This is an optimization exercise on Yosys and OpenROAD, whose aim is small area, a short achievable clock period and few clock cycles, not a production implementation. Only simulation tests tie the RTL to the original design; equivalence was not proved. No activity file was given, so power comes from the tool's default toggle rates.

Setup of ember:
Design eth_txdma, start of the top module:
module eth_txdma #(
    parameter int DEPTH = 7                       
) (
    input  logic                  clk,
    input  logic                  reset,
    input  logic                  tx_en,
    input  txdma_pkg::bd_index_t  max_tx_bd,
    input  logic                  bd_wait,
    input  txdma_pkg::desc_t      bd_desc,
    input  txdma_pkg::addr_t      bd_ptr,
    input  txdma_pkg::tx_status_t tx_stat,
    input  logic                  tx_stat_valid,
    output logic                  bd_read,
    output logic                  bd_write,
    output txdma_pkg::bd_index_t  bd_index,
    output txdma_pkg::desc_t      bd_writedata,
    output logic                  tx_stat_ack,
    output logic                  per_packet_pad,
    output logic                  per_packet_crc,
    output logic                  txb_irq,
    output logic                  txe_irq,
    input  logic                  av_waitrequest,
    input  txdma_pkg::data_t      av_readdata,
    input  logic                  av_readdatavalid,
    output logic                  av_read,
    output txdma_pkg::addr_t      av_address,
  ...
clock: 5.0 ns
lec_check: 0
abc_clock_period_in_ps: 2200
cap_margin: 20
core_margin: 2
core_utilization: 65
cts_cluster_diameter: 100
cts_cluster_size: 22
place_density: 0.72
setup_slack_margin: 2.8
slew_margin: 20
standard.sh (not shown) runs the stock make flow with config.mk's settings and CLKGATE_MAP_FILE= SYNTH_SCRIPT=/design/flow/synth_recipe.tcl, a recipe that flattens the netlist after the stock synthesis.
==> flow/flow/run.sh <==
#!/bin/bash
# Standard layout, with plain buffers (not delay cells) on the ports.
set -euo pipefail
export BUFFER_PORTS_ARGS="-buffer_cell sky130_fd_sc_hd__buf_2"
bash standard.sh finish > standard.log 2>&1
Testbench counts of ember, summed over its fixed seeds: cycles 204,684.
[inputs] fjord vs ember
- CTS_CLUSTER_SIZE now 26, was 22
Findings:
- Between fjord and ember, the difference in number of fill cells in the layout is negligible.
- Taking ember as the reference, in fjord average wire length per cell after detail routing fell by 0.83%; synthesis-to-layout area growth decreased by 0.74 points relative to the old numbers; power per standard cell area fell by 6.9 nW/um^2; clock share of power now smaller.
- Compared with ember, fjord shows length of routed met2 wiring lower by about 0.5%.
- Taking ember as the reference point, the power after layout of fjord falls by about 2%.
- fjord ends up with lower non-clock buffer count than ember does.
- Ratio of final minimum period to clock period of fjord is on par with ember.
- Fraction of the core area covered by cells at the end of the flow (higher): ember
- On worst clock skew, the higher figure sits with ember, not fjord.
Inputs modified between fjord and xenon:
- a change of CORE_UTILIZATION from 65 to 72
- a change of PLACE_DENSITY from 0.72 to 0.8
## What came out
- fjord: full flow OK, the timing, DRC and antenna checks passed
- Having completed the whole flow, xenon delivered a layout that passed the timing, DRC and antenna checks.
- Delta (xenon minus fjord): final critical-path required period now larger, relative contribution of combinational cells to total power rose 0.4 points, headroom to the max-slew limit rose by 0.45 points.
> inputs changed (xenon -> quartz)
- an added GPL_TIMING_DRIVEN of 0
- a change of CORE_UTILIZATION from 72 to 65
- a change of PLACE_DENSITY from 0.8 to 0.72
## What came out
- Minimum clock period was higher in the run labelled quartz.
- On quartz: count of fill cells added during filler insertion is about 36% higher than what xenon gave.
- For the area added between synthesis and finish, quartz came in 3.9 points higher than xenon did.
- In summary, quartz completed successfully, with a layout that passed the timing, DRC and antenna checks.

* * *

## job 101
Another version of the RTL of eth_txdma (not shown whole).
For scale: roughly 970 cells after synthesis, about 380 flip-flops, about 210 I/O pins.
Settings: LEC_CHECK=0, ABC_CLOCK_PERIOD_IN_PS=2200, CAP_MARGIN=5, CORE_MARGIN=2, CORE_UTILIZATION=65, CTS_CLUSTER_DIAMETER=100, CTS_CLUSTER_SIZE=26, PLACE_DENSITY=0.72, SETUP_SLACK_MARGIN=2.8, SLEW_MARGIN=5; clock period 5.0 ns.
Scripts as last shown in full above: flow/flow/run.sh
No stage failed in job 101, and the final checks on the layout all came back clean.
Testbench counts of job 101, summed over its fixed seeds: cycles 204,684.
For job 102, these inputs were changed with respect to job 101:
- CTS_CLUSTER_SIZE changed from 26 to 30
- CAP_MARGIN changed from 5 to 20
- SLEW_MARGIN changed from 5 to 20
==> flow/flow/run.sh <==
#!/bin/bash
# Standard layout, with plain buffers (not delay cells) on the ports: the
# smallest buffer on inputs, a size-2 buffer on outputs.
set -euo pipefail
export BUFFER_PORTS_ARGS="-inputs -buffer_cell sky130_fd_sc_hd__buf_1"
export PRE_GLOBAL_PLACE_TCL="$PWD/flow/buffer_outputs.tcl"
bash standard.sh finish > standard.log 2>&1
==> flow/flow/buffer_outputs.tcl (new file) <==
# Buffer the output ports; the flow's own buffer_ports call then buffers the inputs.
buffer_ports -outputs -buffer_cell sky130_fd_sc_hd__buf_2
Findings:
Status: summed negative setup slack over all endpoints parity (job 102, job 101)
Depth of the worst register-to-register path for job 102: 2 down relative to job 101
Summary: with job 101 as the reference, total power in job 102 moved down by a few percent.
Measured against job 101, the total of fill cells in the finished design of job 102 comes out at 1.07 times the reference value.
Looking at via count across both flows, job 102 is the stronger of the two, with job 101 trailing.
Higher register-to-register slack was reported by job 101, not job 102.
A top metal layer carrying routed signals of met5 is what job 101 shows, while met4 belongs to job 102.
[inputs] job 103 vs job 102
- swapping 30 for 26 in CTS_CLUSTER_SIZE
- putting TNS_END_PERCENT at 0 where nothing was set
==> flow/flow/run.sh <==
#!/bin/bash
# Standard layout, with plain buffers (not delay cells) on the ports.
set -euo pipefail
export BUFFER_PORTS_ARGS="-buffer_cell sky130_fd_sc_hd__buf_2"
bash standard.sh finish > standard.log 2>&1
removed: flow/flow/buffer_outputs.tcl
[summary]
- On job 103: maximum ir drop on the vdd rail is 0.073 mV lower than what job 102 gave.
- The end point of the critical path comes out mem[3][19] in one run and mem[5][5] in the other, namely in job 103 and job 102 respectively.
- On normalized max-slew margin, job 103 tracks job 102 almost exactly.
- Sort job 103 and job 102 by global-route usage asc -> top: job 103
- Diff job 102 -> job 103: cell area after layout higher, overall routed net length roughly the same, number of gates resized after cts lower.
The following lists how job 104 was set up differently from job 103:
- changing ABC_CLOCK_PERIOD_IN_PS from 2200 to 3000
- removing TNS_END_PERCENT (formerly 0)
==> comparison <==
Non-clock buffer total of the final layout, job 104 and job 103, higher one = job 104.
Startpoint of the worst setup timing path: av_readdatavalid -> job 103, addr[8] -> job 104
Cells: job 104 has more instances than job 103
Compared with job 103, job 104 shows design area that has gone up slightly.
Inputs modified between job 104 and job 105:
- changing CORE_UTILIZATION from 65 to 78
- changing PLACE_DENSITY from 0.72 to 0.85
- changing ABC_CLOCK_PERIOD_IN_PS from 3000 to 2200
Notes after the runs:
- Of job 105 and job 104, the lower share of power burned in the clock network belongs to job 105.
- Floorplan core area for job 105: 17% down relative to job 104
- Looking at global-route usage across job 105 and job 104, the one that comes out lower is job 104.

-- port drivers added, routing unchanged --
No port has a modelled driver above. Below, the same layouts with a new extraction and two added sets of constraints. Step 1 (the two cells are an assumption about what drives the block):
set clk [get_ports {clk}]
set_driving_cell -lib_cell sky130_fd_sc_hd__clkbuf_16 $clk
set_driving_cell -lib_cell sky130_fd_sc_hd__buf_2 [delete_from_list [all_inputs] $clk]
Step 2 moves the port delays by t, midway between the first and last clock arrival at a register: inputs arrive t later, outputs are due t later. That takes back most of the time a late clock gives input paths. Slacks: no drivers / after step 1 / after step 2; pairs: no drivers / after step 1.
| run | t (ns) | slack for setup (ns) | hold WS [ns] | worst data-port slew with drivers (ns) |
|---|---|---|---|---|
| ember | 0.567 | 2.832 / 2.784 / 2.335 | 0.454 / 0.454 / 0.454 | 0.07 |
| fjord | 0.556 | 2.825 / 2.776 / 2.322 | 0.453 / 0.453 / 0.453 | 0.07 |
| xenon | 0.552 | 2.821 / 2.774 / 2.397 | 0.459 / 0.459 / 0.459 | 0.08 |
| quartz | 0.542 | 2.780 / 2.731 / 2.337 | 0.448 / 0.448 / 0.448 | 0.07 |
| job 101 | 0.562 | 2.828 / 2.780 / 2.325 | 0.463 / 0.463 / 0.463 | 0.08 |
| job 102 | 0.574 | 2.643 / 2.615 / 2.042 | 0.447 / 0.447 / 0.447 | 0.07 |
| job 103 | 0.554 | 2.736 / 2.710 / 2.166 | 0.443 / 0.443 / 0.443 | 0.09 |
| job 104 | 0.562 | 2.828 / 2.780 / 2.325 | 0.463 / 0.463 / 0.463 | 0.08 |
| job 105 | 0.561 | 2.804 / 2.757 / 2.376 | 0.457 / 0.457 / 0.457 | 0.08 |
After both steps every run listed still meets setup and hold. The setup slack of job 102, which loses most, moves by -0.028 ns with the drivers and by -0.601 ns with both steps.
